From an optimization exercise on the open Yosys and OpenROAD flow, aimed at small area; shortcuts taken in it are not production practice.
Only simulation tests tie the RTL to the original design; equivalence was not proved.
Power and IR drop assume default switching activity.

==> 10-03: inputs <==
// ir_stage
module ir_stage (
  input  wire logic                         clk_i,
  input  wire logic                         rst_ni,
  input  wire logic [1:0]                   us_valid_i,
  input  wire ir_pkg::instr_t                       us_instr0_i,
  input  wire ir_pkg::instr_t                       us_instr1_i,
  output logic [1:0]                        ir_rdy_o,
  output ir_pkg::reg_addr_t                         rf_raddr_p0a_o,
  output ir_pkg::reg_addr_t                         rf_raddr_p0b_o,
  output ir_pkg::reg_addr_t                         rf_raddr_p1a_o,
  output ir_pkg::reg_addr_t                         rf_raddr_p1b_o,
  input  wire ir_pkg::reg_data_t                    rf_rdata_p0a_i,
  input  wire ir_pkg::reg_data_t                    rf_rdata_p0b_i,
  input  wire ir_pkg::reg_data_t                    rf_rdata_p1a_i,
  input  wire ir_pkg::reg_data_t                    rf_rdata_p1b_i,
  input  wire logic [ir_pkg::NUM_WR_PORTS-1:0]      rf_we_i,
  input  wire ir_pkg::reg_addr_t [ir_pkg::NUM_WR_PORTS-1:0] rf_waddr_i,
  input  wire ir_pkg::reg_data_t [ir_pkg::NUM_WR_PORTS-1:0] rf_wdata_i,
  input  wire logic                         ir_flush_i,
  input  wire logic                         ir_flush_s0_i,
  input  wire logic                         ir_hold_i,
  input  wire logic [1:0]                   ds_rdy_i,
  output logic [1:0]                        ir_valid_o,
  output logic                              ira_is0_o,
  output ir_pkg::ir_dec_t                           ira_dec_o,
  output ir_pkg::ir_dec_t                           irb_dec_o,
  output ir_pkg::reg_data_t                         ira_op1_o,
  output ir_pkg::reg_data_t                         ira_op2_o,
  output ir_pkg::reg_data_t                         irb_op1_o,
  output ir_pkg::reg_data_t                         irb_op2_o
);
clock: 6.0 ns
lec_check: 0
cap_margin: 10
core_margin: 2
core_utilization: 25
slew_margin: 10
synth_hierarchical: 1
standard.sh (not shown) runs the stock make flow with config.mk's settings and CLKGATE_MAP_FILE= SYNTH_SCRIPT=/design/flow/synth_recipe.tcl, a recipe that flattens the netlist after the stock synthesis.
==> flow/flow/run.sh <==
#!/bin/bash
# Standard ORFS layout (standard synthesis unchanged). Combinational cells
# start at their smallest size before floorplan, port buffers use the
# smallest buffer cell, CTS skips dummy loads.
set -euo pipefail
export BUFFER_PORTS_ARGS="-buffer_cell sky130_fd_sc_hd__buf_1"
export CTS_ARGS="-sink_clustering_enable -repair_clock_nets -dont_use_dummy_load -buf_list sky130_fd_sc_hd__clkbuf_4 -sink_clustering_size 8 -sink_clustering_max_diameter 40"
export PRE_FLOORPLAN_TCL="$(pwd)/flow/downsize.tcl"
bash standard.sh > standard_flow.log 2>&1
==> flow/flow/downsize.tcl <==
# Before floorplan: give every combinational cell the smallest drive strength
# of its own function. Later repair (slew, capacitance, timing) sizes up again
# where the loads need it. Registers, buffers and clock cells are left alone.
set db [ord::get_db]
set block [ord::get_db_block]
set dont_use {}
if { [info exists ::env(DONT_USE_CELLS)] } { set dont_use $::env(DONT_USE_CELLS) }
array set smallest {}
foreach lib [$db getLibs] {
  foreach m [$lib getMasters] {
    set n [$m getName]
    if { ![regexp {^(sky130_fd_sc_hd__[a-z0-9]+)_[0-9]+$} $n -> base] } { continue }
    if { [lsearch -exact $dont_use $n] >= 0 } { continue }
    set a [expr { [$m getWidth] * [$m getHeight] }]
    if { ![info exists smallest($base)] || $a < [lindex $smallest($base) 1] } {
      set smallest($base) [list $m $a]
    }
  }
}
set n_swapped 0
set saved 0
foreach inst [$block getInsts] {
  set m [$inst getMaster]
  set n [$m getName]
  if { ![regexp {^(sky130_fd_sc_hd__([a-z0-9]+))_[0-9]+$} $n -> base short] } { continue }
  if { [regexp {^(df|edf|sdf|sedf|dl|buf|clkbuf|clkdly|dlygate|dlymetal|tap|conb|diode|fill|decap|clkinv|lpflow|probe|ebuf|einv)} $short] } { continue }
  if { ![info exists smallest($base)] } { continue }
  set nm [lindex $smallest($base) 0]
  if { $nm eq $m } { continue }
  set a [expr { [$m getWidth] * [$m getHeight] }]
  if { [lindex $smallest($base) 1] >= $a } { continue }
  if { [$inst swapMaster $nm] } {
    incr n_swapped
    set saved [expr { $saved + $a - [lindex $smallest($base) 1] }]
  }
}
puts "downsize: $n_swapped cells swapped to their smallest size, [expr { $saved / 1e6 }] um^2 less"
==> inputs of 05-10, as changes to 10-03 <==
--- a/flow/flow/run.sh
+++ b/flow/flow/run.sh
@@ -3,3 +3,4 @@
 # start at their smallest size before floorplan, port buffers use the
-# smallest buffer cell, CTS skips dummy loads.
+# smallest buffer cell, CTS skips dummy loads, and gates off the critical
+# paths are downsized again after global routing.
 set -euo pipefail
@@ -7,2 +8,3 @@
 export CTS_ARGS="-sink_clustering_enable -repair_clock_nets -dont_use_dummy_load -buf_list sky130_fd_sc_hd__clkbuf_4 -sink_clustering_size 8 -sink_clustering_max_diameter 40"
+export RECOVER_POWER=100
 export PRE_FLOORPLAN_TCL="$(pwd)/flow/downsize.tcl"
==> comparison table <==
item	05-10	10-03
Met1 routed wirelength after detailed routing	30570 µm	30730 µm
Fill cell total of the finished layout	7149	7126
Non-Clock Buffer Area Fraction	0.1332	0.1358
Share of layout cells above drive strength 1	0.06520	0.07576
Proportion of cell area occupied by registers	0.3599	0.3576
Launching element of the worst setup path	ir_flush_i	u_slot_b.instr_q[0]
Total wire length	79290 µm	79270 µm
Slew HR	-0.8765	0.1581
Avg Vias per Cell	5.793	5.802
Run status	finished with violations	timing/DRC/antenna clean
Layout check failures	capacitance limit, slew limit	-
Number of search-and-repair iterations in the first detailed-routing pass	13	11
Area growth from synthesis to final layout	16.36%	17.10%
Multi-input combinational area share	0.4097	0.4102
Static leakage power	7.194 nW	7.288 nW
Net switching power	1.937 mW	1.941 mW
WL/cell	25.95 µm	25.96 µm
Combinational cell power	1.40 mW	1.41 mW
Ant. Diodes	13	12
Total of max-cap violations	2	0
Detailed-route via count	17700	17720
Power per cell area	296.4 nW/µm²	294.8 nW/µm²
Met3 WL	9243 µm	9287 µm
Number of standard cells in the layout, taps in and fillers out	3055	3054
Clock transition at the register clock pins on the worst setup and hold paths after CTS	0.08 ns	0.10 ns
Switching fraction of total power	0.3408	0.3411
R2R Setup Slk	0.81 ns	1.08 ns
Post-layout power	5.684 mW	5.689 mW


==> branch delta: inputs <==
ir_stage, a different RTL version from the one above (not shown whole).
==> module ir_decoder, before the edit <==
module ir_decoder #(
  parameter bit FLAGS = 1'b1
) (
  input  wire ir_pkg::instr_t    instr_i,
  output ir_pkg::reg_addr_t      rs1_o,
  output ir_pkg::reg_addr_t      rs2_o,
  output logic                   use1_o,
  output logic                   use2_o,
  output logic                   ill_o
);
  logic [6:0] o;
  logic       use1;
  logic       use2;
  logic       ill;
  assign o    = instr_i[6:0];
  assign use2 = o[1] & o[0] & ~o[3] & ~o[2] & o[5] & ~(o[6] & o[4]);
  assign use1 = o[1] & o[0] & ~o[3] &
                ((~o[2] & ~(o[6] & ~o[5])) | (o[2] & o[6] & o[5] & ~o[4]));
  assign ill  = ~(use1 | (o[1] & o[0] & o[2] &
                          ((~o[3] & ~o[6] & o[4]) | (o[3] & o[6] & o[5] & ~o[4]))));
  assign rs1_o  = use1 ? instr_i[19:15] : '0;
  assign rs2_o  = use2 ? instr_i[24:20] : '0;
  assign use1_o = FLAGS & use1;
  assign use2_o = FLAGS & use2;
  assign ill_o  = FLAGS & ill;
endmodule
==> flow/config.mk <==
export PLATFORM = sky130hd
export DESIGN_NAME = ir_stage
export DESIGN_NICKNAME = ir_stage
export VERILOG_FILES = /design/flow/design.v
export SDC_FILE = /design/flow/constraint.sdc
export NUM_CORES = 4
export LEC_CHECK = 0
export CAP_MARGIN = 10
export CORE_MARGIN = 2
export CORE_UTILIZATION = 25
export PLACE_DENSITY = 0.8
export SLEW_MARGIN = 10
export SYNTH_HIERARCHICAL = 1
==> flow/constraint.sdc <==
create_clock -name core_clock -period 6.0 [get_ports {clk_i}]
set_input_delay 1.2000 -clock core_clock [delete_from_list [all_inputs] [get_ports {clk_i}]]
set_output_delay 1.2000 -clock core_clock [all_outputs]
set_load 0.01 [all_outputs]
==> flow/flow/run.sh <==
#!/bin/bash
# Standard ORFS layout (standard synthesis unchanged). Combinational cells
# start at their smallest size before floorplan, port buffers use the
# smallest buffer cell, CTS skips dummy loads.
set -euo pipefail
export BUFFER_PORTS_ARGS="-buffer_cell sky130_fd_sc_hd__buf_1"
export CTS_ARGS="-sink_clustering_enable -repair_clock_nets -dont_use_dummy_load -buf_list sky130_fd_sc_hd__clkbuf_4 -sink_clustering_size 9 -sink_clustering_max_diameter 50"
export PRE_FLOORPLAN_TCL="$(pwd)/flow/downsize.tcl"
bash standard.sh > standard_flow.log 2>&1
Scripts as last shown in full above: flow/flow/downsize.tcl
==> branch willow (differences from branch delta) <==
--- a/flow/design.v
+++ b/flow/design.v
@@ -130,16 +130,31 @@
   output logic                   use2_o,
   output logic                   ill_o
 );
-  logic [6:0] o;
-  logic       use1;
-  logic       use2;
-  logic       ill;
-  assign o    = instr_i[6:0];
-  assign use2 = o[1] & o[0] & ~o[3] & ~o[2] & o[5] & ~(o[6] & o[4]);
-  assign use1 = o[1] & o[0] & ~o[3] &
-                ((~o[2] & ~(o[6] & ~o[5])) | (o[2] & o[6] & o[5] & ~o[4]));
-  assign ill  = ~(use1 | (o[1] & o[0] & o[2] &
-                          ((~o[3] & ~o[6] & o[4]) | (o[3] & o[6] & o[5] & ~o[4]))));
+  logic use1;
+  logic use2;
+  logic ill;
+  always_comb begin
+    use1 = 1'b0;
+    use2 = 1'b0;
+    ill  = 1'b0;
+    if (instr_i[1:0] != 2'b11) begin
+      ill = 1'b1;
+    end else begin
+      unique case (instr_i[6:0])
+        ir_pkg::OPC_OP, ir_pkg::OPC_BRANCH, ir_pkg::OPC_STORE: begin
+          use1 = 1'b1;
+          use2 = 1'b1;
+        end
+        ir_pkg::OPC_OP_IMM, ir_pkg::OPC_LOAD, ir_pkg::OPC_JALR, ir_pkg::OPC_SYSTEM: begin
+          use1 = 1'b1;
+        end
+        ir_pkg::OPC_LUI, ir_pkg::OPC_AUIPC, ir_pkg::OPC_JAL: begin
+          use1 = 1'b0;
+        end
+        default: ill = 1'b1;
+      endcase
+    end
+  end
   assign rs1_o  = use1 ? instr_i[19:15] : '0;
   assign rs2_o  = use2 ? instr_i[24:20] : '0;
   assign use1_o = FLAGS & use1;
==> flow/flow/run.sh (replaced) <==
#!/bin/bash
# Standard ORFS layout (standard synthesis unchanged). Combinational cells
# start at their smallest size before floorplan, port buffers use the
# smallest buffer cell, CTS skips dummy loads, and gates off the critical
# paths are downsized again after global routing.
set -euo pipefail
export BUFFER_PORTS_ARGS="-buffer_cell sky130_fd_sc_hd__buf_1"
export CTS_ARGS="-sink_clustering_enable -repair_clock_nets -dont_use_dummy_load -buf_list sky130_fd_sc_hd__clkbuf_8 -sink_clustering_size 12 -sink_clustering_max_diameter 50"
export RECOVER_POWER=100
export PRE_FLOORPLAN_TCL="$(pwd)/flow/downsize.tcl"
bash standard.sh > standard_flow.log 2>&1
- PLACE_DENSITY: 0.8 -> default
==> branch umber (differences from branch delta) <==
--- a/flow/design.v
+++ b/flow/design.v
@@ -130,16 +130,31 @@
   output logic                   use2_o,
   output logic                   ill_o
 );
-  logic [6:0] o;
-  logic       use1;
-  logic       use2;
-  logic       ill;
-  assign o    = instr_i[6:0];
-  assign use2 = o[1] & o[0] & ~o[3] & ~o[2] & o[5] & ~(o[6] & o[4]);
-  assign use1 = o[1] & o[0] & ~o[3] &
-                ((~o[2] & ~(o[6] & ~o[5])) | (o[2] & o[6] & o[5] & ~o[4]));
-  assign ill  = ~(use1 | (o[1] & o[0] & o[2] &
-                          ((~o[3] & ~o[6] & o[4]) | (o[3] & o[6] & o[5] & ~o[4]))));
+  logic use1;
+  logic use2;
+  logic ill;
+  always_comb begin
+    use1 = 1'b0;
+    use2 = 1'b0;
+    ill  = 1'b0;
+    if (instr_i[1:0] != 2'b11) begin
+      ill = 1'b1;
+    end else begin
+      unique case (instr_i[6:0])
+        ir_pkg::OPC_OP, ir_pkg::OPC_BRANCH, ir_pkg::OPC_STORE: begin
+          use1 = 1'b1;
+          use2 = 1'b1;
+        end
+        ir_pkg::OPC_OP_IMM, ir_pkg::OPC_LOAD, ir_pkg::OPC_JALR, ir_pkg::OPC_SYSTEM: begin
+          use1 = 1'b1;
+        end
+        ir_pkg::OPC_LUI, ir_pkg::OPC_AUIPC, ir_pkg::OPC_JAL: begin
+          use1 = 1'b0;
+        end
+        default: ill = 1'b1;
+      endcase
+    end
+  end
   assign rs1_o  = use1 ? instr_i[19:15] : '0;
   assign rs2_o  = use2 ? instr_i[24:20] : '0;
   assign use1_o = FLAGS & use1;
==> flow/flow/run.sh (replaced) <==
#!/bin/bash
# Standard ORFS layout (standard synthesis unchanged). Combinational cells
# start at their smallest size before floorplan, port buffers use the
# smallest buffer cell, CTS skips dummy loads.
set -euo pipefail
export BUFFER_PORTS_ARGS="-buffer_cell sky130_fd_sc_hd__buf_1"
export CTS_ARGS="-sink_clustering_enable -repair_clock_nets -dont_use_dummy_load -buf_list sky130_fd_sc_hd__clkbuf_4 -sink_clustering_size 8 -sink_clustering_max_diameter 40"
export PRE_FLOORPLAN_TCL="$(pwd)/flow/downsize.tcl"
bash standard.sh > standard_flow.log 2>&1
- CORE_UTILIZATION: 25 -> 30
- PLACE_DENSITY: 0.8 -> default
==> summary of the runs <==
- Branch delta passed the timing, design-rule and antenna checks. Branch willow ran to the end with violations: max-capacitance violations, max-slew violations. Branch umber completed with no timing, DRC or antenna violations.
- Wire length, highest first: branch delta, branch umber, branch willow.
- Register-to-register slack: branch willow < branch delta < branch umber.
- Cell area, highest first: branch willow, branch delta, branch umber.
- Between branch willow and branch umber, the lower clock power is in branch umber (gap about 10%, measured against branch umber).
- Sequential power is about the same in branch delta and branch willow.

separate check: timing with driven ports:
The results above use ideal ports. As a check the final layouts listed here were re-extracted and re-timed, cells and wires unchanged.
Step 1 assumes that a clkbuf_16 drives the clock port and a buf_2 every other input.
Step 2 also shifts input and output timing later by t, the mid clock arrival at the registers, as if the neighbouring blocks saw the same clock.
a / b / c = ideal / step 1 / step 2; a / b = the first two.
run | t, ns | setup slack, ns | worst setup path after step 2 | cell pins on the clock port's net
10-03 | 0.849 | 1.076 / 1.076 / 0.546 | input to register | 1
05-10 | 0.843 | 0.696 / 0.725 / -0.118 | input to register | 1
branch delta | 0.792 | 1.076 / 1.076 / 0.297 | input to register | 1
branch willow | 0.618 | 0.735 / 0.760 / 0.142 | input to register | 1
branch umber | 0.834 | 1.257 / 1.257 / 0.477 | input to register | 1
For 05-10, which loses most, drivers alone change the setup slack by +0.029 ns; drivers and shift together by -0.814 ns.
